This design comes from an exercise in tuning for small area, a short achievable clock period and few clock cycles per item on the open sky130 flow, not from production work.
No functional check of the RTL was part of any run shown here.
Power is estimated from default activity; no workload was simulated.

==> flow/design.v, too long to show whole: its modules and the start of the top module <==
// module barrier_basket_payoff: 1714 lines
module barrier_basket_payoff (
  input  wire          clk_i,
  input  wire          rst_ni,
  input  wire          cfg_we_i,
  input  wire  [1:0]   cfg_idx_i,
  input  wire  [15:0]  cfg_data_i,
  input  wire          s_axis_tvalid,
  output logic         s_axis_tready,
  input  wire  [127:0] s_axis_tdata,
  input  wire          s_axis_tuser,
  input  wire          s_axis_tlast,
  output logic         m_axis_tvalid,
  input  wire          m_axis_tready,
  output logic [31:0]  m_axis_tdata,
  output logic         m_axis_tuser
);
  // ...
==> flow/run.sh <==
#!/bin/bash
# synth_recipe.tcl (not shown) runs the flow's synth.tcl, then flattens the netlist and writes it again
# the make line also repeats each setting of config.mk as NAME=value (left out here)
make -C /OpenROAD-flow-scripts/flow DESIGN_CONFIG=/design/flow/config.mk WORK_HOME=/design/flow/orfs CLKGATE_MAP_FILE= SYNTH_SCRIPT=/design/flow/synth_recipe.tcl finish
==> flow/config.mk <==
export PLATFORM = sky130hd
export DESIGN_NAME = barrier_basket_payoff
export DESIGN_NICKNAME = barrier_basket_payoff
export VERILOG_FILES = /design/flow/design.v
export SDC_FILE = /design/flow/constraint.sdc
export NUM_CORES = 4
export LEC_CHECK = 0
export CAP_MARGIN = 20
export CORE_MARGIN = 2
export CORE_UTILIZATION = 55
export SETUP_SLACK_MARGIN = 5
export SLEW_MARGIN = 20
export TNS_END_PERCENT = 100
==> flow/constraint.sdc <==
create_clock -name core_clock -period 8.5 [get_ports {clk_i}]
set_input_delay 1.7000 -clock core_clock [delete_from_list [all_inputs] [get_ports {clk_i}]]
set_output_delay 1.7000 -clock core_clock [all_outputs]
set_load 0.01 [all_outputs]
==> summary.txt, run 1 <==
----------------------------------------------------
[Synthesis]
  Fraction of synthesized cell area taken by the top area cell type ... 0.4530
  Post-synthesis average cell area ... 12.28 µm²
  Dominant combinational cell family by area after synthesis ... compound AO/OA/AOI/OAI gates
  Sequential share of the synthesized area ... 0.5850
  Fraction of registers with async set or reset after synthesis ... 0.07740
  Top-count cell post-synth ... sky130_fd_sc_hd__dfxtp_1
  Xor/xnor share of the synthesized area ... 0.04945
  Synth Cell Area ... 64650 µm²

[Floorplan]
  Die area ... 120300 µm²
  Row cnt ... 125

[Drt]
  Total length of routed met2 wires ... between 70000 and 80000 µm
  Routed vias ... 41560

[Global routing]
  First-pass GRT wire length ... 261100 µm
  Global routing met2 resource utilization ... 0.4543

[Power and ir drop]
  Proportion of power drawn by the clock network ... 0.362
  Cell-internal power ... 15.75 mW
  Clk pwr ... 7.82 mW
  Biggest consumer ... sequential cells

[STA]
  Final Skew ... 0.03061 ns

[Outcome]
  Status ... timing/DRC/antenna clean

[Worst setup path]
  Critical Path Stages ... 12
  Setup slack on the worst flop-to-flop path ... 4.69 ns
  End of the worst register-to-register path ... res_hi_q[51]
  Worst endpoint required time ... 9.01 ns
  Depth of the worst register-to-register path ... 12

[Layout]
  Inverters ... 287
  Clock tree buffer count of the final layout ... approximately 260
  Utilization of the core after routing ... 0.6486
  Largest Register ... ring_q
  Fraction of area in non-clock buffers ... 0.04438
  Storage cell area ... 37930 µm²

[Clocking]
  CTS H-tree depth ... 4
  Post-CTS repair timing setup buffer count ... 29
  Clock sinks ... 1770

[Place]
  Final estimated routing congestion in global placement ... 0.8845

----------------------------------------------------
==> run 2: changes to the inputs <==
--- a/flow/design.v
+++ b/flow/design.v
@@ -101,17 +101,17 @@
   logic       ok_new, ok_old, room_res, room_nores;
   assign ph1        = ph_q + 4'd1;
   assign ok_new     = (in_asset == ph1);
   assign ok_old     = ~(pv_q & ~wr) | (pa_q == ph1);
   assign room_res   = res_out ? (pend_q != 2'd2) : (pend_q == 2'd0);
   assign room_nores = res_out | (pend_q != 2'd2);
   always_ff @(posedge clk_i or negedge rst_ni) begin
     if (!rst_ni) begin
-      tready_q <= 1'b1;
+      tready_q <= 1'b0;
       ph_q     <= 4'd0;
       pv_q     <= 1'b0;
       pend_q   <= 2'd0;
     end else begin
       tready_q <= (in_load ? ok_new : ok_old) & (in_res ? room_res : room_nores);
       ph_q     <= ph_q + 4'd1;
       pv_q     <= pv_n;
       pend_q   <= pend_n;
==> flow/flow/run.sh (new file) <==
#!/bin/bash
set -euo pipefail
bash standard.sh "BUFFER_PORTS_ARGS=-buffer_cell sky130_fd_sc_hd__buf_2" \
  SETUP_SLACK_MARGIN=5.2 finish > std_flow.log 2>&1
==> flow/standard.sh (new file) <==
#!/bin/bash
# synth_recipe.tcl (not shown) runs the flow's synth.tcl, then flattens the netlist and writes it again
# the make line also repeats each setting of config.mk as NAME=value (left out here)
make -C /OpenROAD-flow-scripts/flow DESIGN_CONFIG=/design/flow/config.mk WORK_HOME=/design/flow/orfs CLKGATE_MAP_FILE= SYNTH_SCRIPT=/design/flow/synth_recipe.tcl "${@:-finish}"
==> flow/config.mk (replaced) <==
export PLATFORM = sky130hd
export DESIGN_NAME = barrier_basket_payoff
export DESIGN_NICKNAME = barrier_basket_payoff
export VERILOG_FILES = /design/flow/design.v
export SDC_FILE = /design/flow/constraint.sdc
export NUM_CORES = 4
export LEC_CHECK = 0
export CAP_MARGIN = 20
export CORE_MARGIN = 2
export CORE_UTILIZATION = 55
export CTS_CLUSTER_DIAMETER = 60
export CTS_CLUSTER_SIZE = 30
export SETUP_SLACK_MARGIN = 5
export SLEW_MARGIN = 20
export TNS_END_PERCENT = 100
removed: flow/run.sh
==> summary.txt, run 2 <==
----------------------------------------------------
[Place]
  Worst Setup Slack post-DPL ... about 4.3 ns
  HPWL after detailed placement ... around 100000 µm
  Quantity of I/O buffers inserted on ports ... 185
  Final estimated routing congestion in global placement ... 0.8866 (+0.24%)

[Synthesis]
  Netlist cell types ... 77
  Synth Cell Area ... 64650 µm² (about the same)
  Most used flip-flop cell after synthesis ... sky130_fd_sc_hd__dfxtp_1
  Sequential share of the synthesized area ... 0.5850 (about the same)
  Most frequent cells after synthesis ... 1463 x sky130_fd_sc_hd__dfxtp_1, 660 x sky130_fd_sc_hd__a22oi_1, 286 x sky130_fd_sc_hd__inv_1
  Fraction of registers with async set or reset after synthesis ... 0.07740 (unchanged)
  Synthesis warning total ... 1
  Top-count cell post-synth ... sky130_fd_sc_hd__dfxtp_1
  Leading cell types by total area after synthesis ... sky130_fd_sc_hd__dfxtp_1 45%, sky130_fd_sc_hd__edfxtp_1 7.9%, sky130_fd_sc_hd__a22oi_1 7.7%
  Post-synthesis average cell area ... 12.28 µm² (about the same)
  Cell count after synthesis ... 5263
  Number of synthesized flops with an enable pin ... 170
  Fraction of synthesized cell area taken by the top area cell type ... 0.4530 (about the same)
  Cell accounting for the most synthesized area ... sky130_fd_sc_hd__dfxtp_1
  Synthesized flop and latch total ... 1770
  Net count after synthesis ... 5859

[Global routing]
  First-pass GRT wire length ... 260000 µm (-0.43%)
  M3 GR Usage ... 0.04179
  Largest net degree at the start of global routing ... 81
  Via count of the first global-routing pass ... roughly 42000
  Total routing usage reported by global routing ... 0.2829
  Gr busiest metal ... met2
  Met1 Track Usage GR ... 0.3910
  Antenna violations before repair ... 2
  Global routing met2 resource utilization ... 0.4627 (+0.008367)
  Congestion Overflow GR ... 0

[Floorplan]
  Die height ... 346.8 µm
  Initial standard-cell utilization of the core ... 0.5556
  Die area ... 120300 µm² (about the same)
  Top-level I/O count ... 188
  Die X-Extent ... 346.8 µm
  Core area ... 116400 µm²
  Row cnt ... 125 (unchanged)

[Min path]
  Hold Startpoint ... ring_q[1140]
  Number of cells on the worst hold path ... 0
  Worst Hold Endpoint ... ring_q[1060]
  Classification of the worst-slack hold path ... reg2reg

[Worst setup path]
  Worst path arrival time ... 4.37 ns
  End of the worst register-to-register path ... res_hi_q[51]
  Nature of the critical path endpoint ... flop
  Depth of the worst register-to-register path ... 13 (+1)
  Startpoint of the lowest-slack register-to-register path ... acc_q[2]
  Worst endpoint required time ... 8.99 ns (-0.02 ns)
  Setup slack on the worst flop-to-flop path ... 4.62 ns (-0.07 ns)
  Startpoint Class ... flop
  Crit-path max FO ... 2
  Type of the worst setup path ... reg2reg

[Clocking]
  Number of buffers added by the clock tree synthesis step ... 115
  Clock sinks ... 1770 (unchanged)
  CTS H-tree depth ... 3 (-1)
  Clock transition at the registers of the reported paths ... between 0.1 and 0.15 ns
  CTS tree ... yes
  Clock tree buffer depth ... 3
  Root cell of the clock tree ... sky130_fd_sc_hd__clkbuf_16
  Number of hold buffers added after cts ... 0
  Insertion delay of the later-clocked pin in the worst-skew pair ... 0.75 ns

[Layout]
  Layout-stage area growth over the synthesis result ... 15.74%
  Total number of nets in the final design ... between 6000 and 7000
  Commonest cells after routing, fill and taps aside ... 1419 x sky130_fd_sc_hd__dfxtp_1, 619 x sky130_fd_sc_hd__a22oi_1, 263 x sky130_fd_sc_hd__inv_1
  Top Registers ... ring_q x1280, pd_q x80, acc_q x64
  Utilization of the core after routing ... 0.6430 (-0.005613)
  Leading cell type in the layout, fill and taps excluded ... sky130_fd_sc_hd__dfxtp_1
  Proportion of layout cells with a drive suffix above 1 ... 0.1854
  Number of flip-flops under the largest register name ... 1280
  Fill cell count ... 9081
  Largest Register ... ring_q

[STA]
  Final setup violating endpoints ... 0
  Max frequency ... ~260 MHz
  Fin crit share ... 0.4561
  Slew at the pin closest to its max-slew limit ... 1.026 ns
  Worst setup margin ... about 4.6 ns
  Post-layout min period ... around 3.9 ns
  Final Max Slew Viols ... 0
  Setup repair after global routing missed its margin ... yes
  Final Skew ... 0.05333 ns (+0.02272 ns)
  Final hold vios ... 0
  Slew headroom ... 0.3100
  Setup total negative slack ... 0 ns

[Power and ir drop]
  VDD IR max ... around 0.21 mV
  Total power after layout ... 20.26 mW
  P_leak ... 30.05 nW
  Logic gate share of total power ... 0.173
  Switching share of power ... 0.2946
  Switch Pwr ... 5.967 mW
  Fraction of power consumed by sequential logic ... 0.519
  Cell Pwr Density ... 270.7 nW/µm²
  Proportion of power drawn by the clock network ... 0.308 (-0.054)
  Cell-internal power ... 14.29 mW (-9.3%)

[Drt]
  DRT iter0 DRCs ... 3652
  Vias per cell ... 5.903
  Post-route antenna net violation count ... 0
  Post-detailed-route wirelength per cell ... ~25 µm
  Routed vias ... 41670 (+0.27%)
  Detailed-router iteration count before antenna repair ... 6
  DRC violation count after routing ... 0
  Final routed wirelength across all metal layers ... 177200 µm

[Run]
  Count of maximum capacitance violations ... 0

[Outcome]
  Status ... timing/DRC/antenna clean

----------------------------------------------------
## run 2: cell count changes after synthesis
cell	change
sky130_fd_sc_hd__dfrtp_1	+1
sky130_fd_sc_hd__dfstp_2	-1
## run 2: cell type report
| cell class | count | area (µm²) | share of cell area |
|---|---|---|---|
| Inverter | 287 | 1087 | 0.01453 |
| Clock buffer | 126 | 2992 | 0.03998 |
| Clock inverter | 93 | 1249 | 0.01669 |
| Timing Repair Buffer | 394 | 3598 | 0.04809 |
| Sequential cell | 1770 | 37960 | 0.5073 |
| Antenna cell | 2 | 5.005 | 0.00006689 |
| Tap cell | 1524 | 1907 | 0.02548 |
| Multi-Input combinational cell | 2863 | 26030 | 0.3479 |
## run 2: per-layer routing
layer | part of all wire | up-vias
met2 | 0.46 | 1437
met4 | 0.029 | 0
met1 | 0.44 | 20900
met5 | 0 | -
met3 | 0.063 | 298
li1 | - | 19030
## run 2: power groups by stage
stage	Clock, mW	Combinational (mW)	Sequential (mW)
2_1_floorplan	0	1.93	10.4
3_3_place_gp	0	2.71	10.7
3_5_place_dp	0	2.73	10.7
4_1_cts	6.34	3.21	10.5
5_1_grt	6.66	3.79	10.6
6_report	6.25	3.50	10.5
## run 2: how the worst max path moves through the flow
stage                     from           end  depth (start not counted)
5_1_grt              acc_q[32]  res_hi_q[51]                         11
6_report              acc_q[2]  res_hi_q[51]                         13
4_1_cts               acc_q[2]  res_hi_q[51]                         13
3_5_place_dp          acc_q[2]  res_hi_q[51]                         13
2_1_floorplan  s_axis_tdata[1]     pend_q[1]                         11
3_3_place_gp          acc_q[2]  res_hi_q[51]                         13
## run 2: critical path: stages, from the launching register on
cell and delay [ns]:
sky130_fd_sc_hd__dfrtp_1 0.39, sky130_fd_sc_hd__fa_1 0.52, sky130_fd_sc_hd__inv_2 0.05, sky130_fd_sc_hd__fa_2 0.35, sky130_fd_sc_hd__nand2b_4 0.15, sky130_fd_sc_hd__a21o_4 0.23, sky130_fd_sc_hd__a2111oi_4 0.39, sky130_fd_sc_hd__nor2_4 0.09
sky130_fd_sc_hd__a211oi_4 0.36, sky130_fd_sc_hd__o21ai_2 0.15, sky130_fd_sc_hd__a2111oi_4 0.40, sky130_fd_sc_hd__o211ai_1 0.21, sky130_fd_sc_hd__mux2i_1 0.25, sky130_fd_sc_hd__nand3_1 0.10
## run 2: logic make-up (layout without fill, tap and decap cells)
family / count (synthesis) / count (layout) / synth area share
AND/OR/NAND/NOR: 686 / 687 / 0.05268
XOR/XNOR: 365 / 365 / 0.04945
other: 0 / 2 / 0
flip-flops: 1770 / 1770 / 0.5850
multiplexers: 93 / 93 / 0.01620
buffers and inverters: 631 / 900 / 0.03683
AO/OA/AOI/OAI: 1275 / 1275 / 0.1469
adder cells (fa/ha/maj): 443 / 443 / 0.1129
## run 2: timing repair
item	in CTS	in global routing
endpoints found under the setup margin	159	160
setup buffers	75	65
pin swaps	42	106
resized for setup	253	241
cloned	2	7
## run 2: metrics by stage
step	cells	hold WS [ns]	instance area [µm²]
after global placement	6688	0.3323	66850
after CTS	6984	0.3106	73020
after global routing	7057	0.3176	74820
after floorplan	5263	0.3308	64740
after detailed placement	6688	0.3359	66850
final	7059	0.3073	74820

[separate check: timing with driven ports]
The results above use ideal ports. As a check the final layouts listed here were re-extracted and re-timed, cells and wires unchanged. Step 1: set_driving_cell puts a clkbuf_16 on clk_i and a buf_2 on each other input, an assumption about the parent block. Step 2 moves the port delays by t, midway between the first and last clock arrival at a register: inputs arrive t later, outputs are due t later. That takes back most of the time a late clock gives input paths. Three values: ideal, step 1, step 2; two values: the first two.
| run | t (ns) | setup slack, ns | hold slack, ns | latest minus earliest clock arrival (ns) |
|---|---|---|---|---|
| run 1 | 0.841 | 4.690 / 4.690 / 4.388 | 0.341 / 0.341 / 0.341 | 0.037 / 0.037 |
| run 2 | 0.810 | 4.623 / 4.623 / 4.585 | 0.307 / 0.307 / 0.307 | 0.075 / 0.076 |
After both steps every run listed still meets setup and hold. The setup slack of run 1, which loses most, moves by 0.000 ns with the drivers and by -0.302 ns with both steps.
